Source: an optimization exercise on an open RTL-to-GDS flow (aim: small area). Production flows keep margins and buffers that such runs may drop. Only simulation tests tie the RTL to the original design; equivalence was not proved. The flow treats the clock pin as an ideal source, which a real chip does not have.

Setup of the previous run:
==> flow/design.v <==
package parser_pkg;
	localparam int PARS_W       = 512;
	localparam int NUM_RULE     = 8;
	localparam int RULE_ADDR_W  = 3;
	localparam int PIPE_LATENCY = 5;
	typedef logic [7:0]        byte_off_t;
	typedef logic [6:0]        hdr_off_t;
	typedef logic [15:0]       field16_t;
	typedef logic [31:0]       action_t;
	typedef logic [PARS_W-1:0] pars_data_t;
	typedef struct packed {
		logic     valid;
		hdr_off_t off;
	} type_ctl_t;
	typedef struct packed {
		logic       calc;
		hdr_off_t   off;
		logic [7:0] mask;
		logic [7:0] val;
	} len_ctl_t;
	typedef struct packed {
		byte_off_t  pars_off;
		type_ctl_t  type_ctl;
		len_ctl_t   len_ctl;
		pars_data_t pars_data;
	} phv_t;
	typedef struct packed {
		logic     valid;
		field16_t key;
		field16_t mask;
		action_t  action;
	} rule_t;
	typedef rule_t [NUM_RULE-1:0] rule_arr_t;
	typedef struct packed {
		field16_t   type_fld;
		field16_t   len_fld;
		byte_off_t  pars_off;
		len_ctl_t   len_ctl;
		pars_data_t pars_data;
	} fields_t;
	typedef struct packed {
		byte_off_t  next_off;
		logic       hit;
		action_t    action;
		field16_t   type_fld;
		pars_data_t pars_data;
	} result_t;
endpackage
`timescale 1ns/100ps
module field_extract (
	input  parser_pkg::phv_t      phv_i,
	output logic [6:0]            type_at_o,
	output parser_pkg::byte_off_t len_add_o
);
	logic [63:0][7:0] b0;
	logic [8:0] t;
	logic [8:0] l1;
	logic [7:0] len_b;
	logic [7:0] len;
	logic [7:0] scaled;
	logic [7:0] add;
	parser_pkg::len_ctl_t lc;
	assign lc = phv_i.len_ctl;
	for (genvar k = 0; k < 64; k++) begin : g_bytes
		assign b0[k] = phv_i.pars_data[511-8*k -: 8];
	end
	assign t  = {1'b0, phv_i.pars_off} + {2'b00, phv_i.type_ctl.off};
	assign l1 = {1'b0, phv_i.pars_off} + {2'b00, lc.off} + 9'd1;
	assign type_at_o = (phv_i.type_ctl.valid && t[8:6] == 3'd0) ? {1'b0, t[5:0]} : 7'd64;
	logic [63:0] lsel;
	for (genvar j = 0; j < 64; j++) begin : g_dec
		assign lsel[j] = (l1 == j);
	end
	always_comb begin
		len_b = '0;
		for (int j = 0; j < 64; j++) begin
			len_b = len_b | ({8{lsel[j]}} & b0[j]);
		end
	end
	assign len    = len_b & lc.mask;
	assign scaled = len << lc.val[1:0];
	assign add    = lc.calc ? scaled : lc.val;
	assign len_add_o = add;
endmodule
`timescale 1ns/100ps
module rule_table (
	input  logic                               clk,
	input  logic                               reset,
	input  logic                               rule_wr_i,
	input  logic                               rule_rd_i,
	input  logic [parser_pkg::RULE_ADDR_W-1:0] rule_addr_i,
	input  parser_pkg::rule_t                  rule_data_i,
	output parser_pkg::rule_t                  rule_rdata_o,
	output logic                               rule_rvalid_o,
	output logic [parser_pkg::NUM_RULE*65-1:0] rules_o
);
	logic                               wr_q;
	logic                               wr_valid_q;
	logic [parser_pkg::RULE_ADDR_W-1:0] addr_q;
	parser_pkg::rule_t                  wdata_q;
	logic [parser_pkg::NUM_RULE-1:0] valid_q;
	parser_pkg::field16_t            key_q [parser_pkg::NUM_RULE];
	parser_pkg::field16_t            mask_q [parser_pkg::NUM_RULE];
	parser_pkg::action_t             act_q [parser_pkg::NUM_RULE];
	always_ff @(posedge clk) begin
		wr_q    <= rule_wr_i;
		addr_q  <= rule_addr_i;
		wdata_q <= rule_data_i;
	end
	always_ff @(posedge clk or negedge reset) begin
		if (!reset) begin
			wr_valid_q <= 1'b0;
		end else begin
			wr_valid_q <= rule_wr_i;
		end
	end
	always_ff @(posedge clk or negedge reset) begin
		if (!reset) begin
			valid_q <= '0;
		end else if (wr_valid_q) begin
			valid_q[addr_q] <= wdata_q.valid;
		end
	end
	always_ff @(posedge clk) begin
		if (wr_q) begin
			key_q[addr_q]  <= wdata_q.key;
			mask_q[addr_q] <= wdata_q.mask;
			act_q[addr_q]  <= wdata_q.action;
		end
	end
	for (genvar i = 0; i < parser_pkg::NUM_RULE; i++) begin : g_rules
		assign rules_o[65*i +: 65] = {valid_q[i], key_q[i], mask_q[i], act_q[i]};
	end
	always_comb begin
		rule_rdata_o = '0;
		for (int i = 0; i < parser_pkg::NUM_RULE; i++) begin
			rule_rdata_o = rule_rdata_o |
				({65{addr_q == i}} & rules_o[65*i +: 65]);
		end
	end
	always_ff @(posedge clk or negedge reset) begin
		if (!reset) begin
			rule_rvalid_o <= 1'b0;
		end else begin
			rule_rvalid_o <= rule_rd_i;
		end
	end
endmodule
`timescale 1ns/100ps
module type_lookup (
	input  parser_pkg::pars_data_t             data_i,
	input  logic [6:0]                         type_at_i,
	input  logic [parser_pkg::NUM_RULE*65-1:0] rules_i,
	output parser_pkg::field16_t               type_fld_o,
	output logic [parser_pkg::RULE_ADDR_W-1:0] idx_o,
	output logic                               hit_o
);
	logic [64:0][7:0] b0;
	logic [parser_pkg::NUM_RULE-1:0] hitv;
	for (genvar k = 0; k < 64; k++) begin : g_bytes
		assign b0[k] = data_i[511-8*k -: 8];
	end
	assign b0[64] = 8'h00;
	logic [7:0] ta, tb;
	logic [8:0][7:0] ts;
	for (genvar j = 0; j < 8; j++) begin : g_dec
		assign ta[j] = (type_at_i[6:3] == j);
		assign tb[j] = (type_at_i[2:0] == j);
	end
	always_comb begin
		ts = '0;
		for (int a = 0; a < 8; a++) begin
			for (int k = 0; k < 9; k++) begin
				ts[k] = ts[k] | ({8{ta[a]}} & b0[(8*a+k > 64) ? 64 : 8*a+k]);
			end
		end
		type_fld_o = '0;
		for (int k = 0; k < 8; k++) begin
			type_fld_o = type_fld_o | ({16{tb[k]}} & {ts[k], ts[k+1]});
		end
	end
	for (genvar i = 0; i < parser_pkg::NUM_RULE; i++) begin : g_rule
		assign hitv[i] = rules_i[65*i+64] &&
			((type_fld_o & rules_i[65*i+32 +: 16]) == rules_i[65*i+48 +: 16]);
	end
	always_comb begin
		idx_o = '0;
		for (int i = 0; i < parser_pkg::NUM_RULE; i++) begin
			if (hitv[i]) begin
				idx_o = i[parser_pkg::RULE_ADDR_W-1:0];
			end
		end
	end
	assign hit_o = |hitv;
endmodule
`timescale 1ns/100ps
module phv_assemble (
	input  logic [parser_pkg::RULE_ADDR_W-1:0] idx_i,
	input  logic                               hit_i,
	input  logic [parser_pkg::NUM_RULE*65-1:0] rules_i,
	output parser_pkg::action_t                action_o
);
	always_comb begin
		action_o = '0;
		for (int i = 0; i < parser_pkg::NUM_RULE; i++) begin
			action_o = action_o |
				({32{hit_i && idx_i == i}} & rules_i[65*i +: 32]);
		end
	end
endmodule
`timescale 1ns/100ps
module parser_stage (
	input  logic                               clk,
	input  logic                               reset,
	input  parser_pkg::phv_t                   phv_in_i,
	input  logic                               phv_in_valid_i,
	input  logic                               rule_wr_i,
	input  logic                               rule_rd_i,
	input  logic [parser_pkg::RULE_ADDR_W-1:0] rule_addr_i,
	input  parser_pkg::rule_t                  rule_data_i,
	output parser_pkg::result_t                phv_out_o,
	output logic                               phv_out_valid_o,
	output parser_pkg::rule_t                  rule_rdata_o,
	output logic                               rule_rvalid_o
);
	localparam int D = parser_pkg::PIPE_LATENCY;
	logic [parser_pkg::NUM_RULE*65-1:0] rules;
	logic [6:0]            type_at;
	parser_pkg::byte_off_t len_add;
	parser_pkg::byte_off_t off1_q, add1_q;
	logic [D:1]                   valid_q;
	parser_pkg::pars_data_t       data_q [1:D];
	parser_pkg::byte_off_t        noff_q [2:D];
	logic [6:0]                   tat_q  [1:3];
	logic [parser_pkg::RULE_ADDR_W-1:0] idx;
	logic                               hit;
	parser_pkg::field16_t               type_x, type4_q, type5_q;
	logic [parser_pkg::RULE_ADDR_W-1:0] idx4_q;
	logic                               hit4_q, hit5_q;
	parser_pkg::action_t                action;
	parser_pkg::action_t                act5_q;
	field_extract u_decode (
		.phv_i      (phv_in_i),
		.type_at_o  (type_at),
		.len_add_o  (len_add)
	);
	rule_table u_rules (
		.clk           (clk),
		.reset         (reset),
		.rule_wr_i     (rule_wr_i),
		.rule_rd_i     (rule_rd_i),
		.rule_addr_i   (rule_addr_i),
		.rule_data_i   (rule_data_i),
		.rule_rdata_o  (rule_rdata_o),
		.rule_rvalid_o (rule_rvalid_o),
		.rules_o       (rules)
	);
	always_ff @(posedge clk or negedge reset) begin
		if (!reset) begin
			valid_q <= '0;
		end else begin
			valid_q <= {valid_q[D-1:1], phv_in_valid_i};
		end
	end
	always_ff @(posedge clk) begin
		data_q[1] <= phv_in_i.pars_data;
		off1_q    <= phv_in_i.pars_off;
		add1_q    <= len_add;
		noff_q[2] <= off1_q + add1_q;
		tat_q[1]  <= type_at;
		for (int s = 2; s <= D; s++) begin
			data_q[s] <= data_q[s-1];
		end
		for (int s = 3; s <= D; s++) begin
			noff_q[s] <= noff_q[s-1];
		end
		tat_q[2]  <= tat_q[1];
		tat_q[3]  <= tat_q[2];
	end
	type_lookup u_execute (
		.data_i     (data_q[3]),
		.type_at_i  (tat_q[3]),
		.rules_i    (rules),
		.type_fld_o (type_x),
		.idx_o      (idx),
		.hit_o      (hit)
	);
	phv_assemble u_result (
		.idx_i    (idx4_q),
		.hit_i    (hit4_q),
		.rules_i  (rules),
		.action_o (action)
	);
	always_ff @(posedge clk) begin
		type4_q <= type_x;
		idx4_q  <= idx;
		hit4_q  <= hit;
		type5_q <= type4_q;
		hit5_q  <= hit4_q;
		act5_q  <= action;
	end
	assign phv_out_o       = {noff_q[D], hit5_q, act5_q, type5_q, data_q[D]};
	assign phv_out_valid_o = valid_q[D];
endmodule
clock: 6.0 ns
lec_check: 0
cap_margin: 10
core_margin: 2
core_utilization: 60
place_density: 0.7
slew_margin: 10
standard.sh (not shown) runs the stock make flow with config.mk's settings and CLKGATE_MAP_FILE= SYNTH_SCRIPT=/design/flow/synth_recipe.tcl, a recipe that flattens the netlist after the stock synthesis.
==> flow/flow/run.sh <==
#!/bin/bash
# Standard layout with three changes:
#  - synthesis maps the logic with an area-oriented ABC script
#    (flow/abc_area.script, used in place of ORFS's abc_speed.script;
#    every other ORFS script is used as is, from a copy of the folder);
#  - the port buffers are the smallest buffer;
#  - clock tree synthesis clusters more sinks per leaf buffer and adds
#    no dummy loads.
set -euo pipefail
here=$(pwd)
rm -rf "$here/orfs_scripts"
cp -r "$FLOW_HOME/scripts" "$here/orfs_scripts"
cp "$here/flow/abc_area.script" "$here/orfs_scripts/abc_speed.script"
export SCRIPTS_DIR="$here/orfs_scripts"
export BUFFER_PORTS_ARGS="-buffer_cell sky130_fd_sc_hd__buf_1"
export CTS_ARGS="-sink_clustering_enable -repair_clock_nets -dont_use_dummy_load -sink_clustering_size 30 -sink_clustering_max_diameter 100"
bash standard.sh > standard.log 2>&1
==> flow/flow/abc_area.script <==
strash
&get -n
&fraig -x
&put
scorr
dc2
strash
&get -n
&dch -f
&nf -R 1000
&put
topo
stime -c
dnsize -c
[inputs] the current run vs the previous run
--- a/flow/design.v
+++ b/flow/design.v
@@ -151,8 +151,9 @@
 	input  parser_pkg::pars_data_t             data_i,
 	input  logic [6:0]                         type_at_i,
 	input  logic [parser_pkg::NUM_RULE*65-1:0] rules_i,
 	output parser_pkg::field16_t               type_fld_o,
+	input  parser_pkg::field16_t               type_fld_i,
 	output logic [parser_pkg::RULE_ADDR_W-1:0] idx_o,
 	output logic                               hit_o
 );
 	logic [64:0][7:0] b0;
@@ -180,9 +181,9 @@
 		end
 	end
 	for (genvar i = 0; i < parser_pkg::NUM_RULE; i++) begin : g_rule
 		assign hitv[i] = rules_i[65*i+64] &&
-			((type_fld_o & rules_i[65*i+32 +: 16]) == rules_i[65*i+48 +: 16]);
+			((type_fld_i & rules_i[65*i+32 +: 16]) == rules_i[65*i+48 +: 16]);
 	end
 	always_comb begin
 		idx_o = '0;
 		for (int i = 0; i < parser_pkg::NUM_RULE; i++) begin
@@ -230,12 +231,13 @@
 	parser_pkg::byte_off_t off1_q, add1_q;
 	logic [D:1]                   valid_q;
 	parser_pkg::pars_data_t       data_q [1:D];
 	parser_pkg::byte_off_t        noff_q [2:D];
-	logic [6:0]                   tat_q  [1:3];
+	logic [6:0]                   tat_q  [1:2];
+	parser_pkg::field16_t               type_fld;
 	logic [parser_pkg::RULE_ADDR_W-1:0] idx;
 	logic                               hit;
-	parser_pkg::field16_t               type_x, type4_q, type5_q;
+	parser_pkg::field16_t               type_x, type3_q, type4_q, type5_q;
 	logic [parser_pkg::RULE_ADDR_W-1:0] idx4_q;
 	logic                               hit4_q, hit5_q;
 	parser_pkg::action_t                action;
 	parser_pkg::action_t                act5_q;
@@ -274,15 +276,15 @@
 		for (int s = 3; s <= D; s++) begin
 			noff_q[s] <= noff_q[s-1];
 		end
 		tat_q[2]  <= tat_q[1];
-		tat_q[3]  <= tat_q[2];
 	end
 	type_lookup u_execute (
-		.data_i     (data_q[3]),
-		.type_at_i  (tat_q[3]),
+		.data_i     (data_q[2]),
+		.type_at_i  (tat_q[2]),
 		.rules_i    (rules),
 		.type_fld_o (type_x),
+		.type_fld_i (type3_q),
 		.idx_o      (idx),
 		.hit_o      (hit)
 	);
 	phv_assemble u_result (
@@ -291,9 +293,10 @@
 		.rules_i  (rules),
 		.action_o (action)
 	);
 	always_ff @(posedge clk) begin
-		type4_q <= type_x;
+		type3_q <= type_x;
+		type4_q <= type3_q;
 		idx4_q  <= idx;
 		hit4_q  <= hit;
 		type5_q <= type4_q;
 		hit5_q  <= hit4_q;
==> run notes <==
- The current run: PASS, flow complete, no timing, DRC or antenna violations
- Compared the previous run against the current run; multi-input logic cell count within noise.
- Any difference in total of flip-flops plus latches after synthesis between the previous run and the current run is small enough to ignore.
- Final routed wirelength across all metal layers of the previous run is on par with the current run.
- Looking at delay contributed by the slowest stage of the critical path, the current run sits 0.46 ns lower than the previous run does.
- Summary of the current run over the previous run: final instance area was more or less identical; number of nets in the synthesized netlist was more or less identical.

-- port drivers added, routing unchanged --
No port has a modelled driver above. Below, the same layouts with a new extraction and two added sets of constraints.
Step 1 sets driving cells, clkbuf_16 on the clock port and buf_2 on the other inputs (assumed; they add their load-dependent delay and slew).
Step 2, shift: input delay + t, output delay - t, t = (earliest + latest rising clock arrival at the registers) / 2. This alone moves slack from input paths to output paths.
Three values: ideal ports, drivers, drivers and shift; two values: the first two.
| run | shift t [ns] | setup WS [ns] | worst setup path after step 2 | worst data-port slew with drivers (ns) | pins driven straight from the clock port |
|---|---|---|---|---|---|
| the previous run | 0.890 | 0.201 / 0.201 / -0.382 | input to register | 0.18 | 1 |
| the current run | 0.872 | 0.378 / 0.443 / -0.429 | input to register | 0.18 | 1 |
Met with ideal ports but missed after step 2: setup timing in the previous run and the current run. For the current run, which loses most, drivers alone change the setup slack by +0.065 ns; drivers and shift together by -0.807 ns.
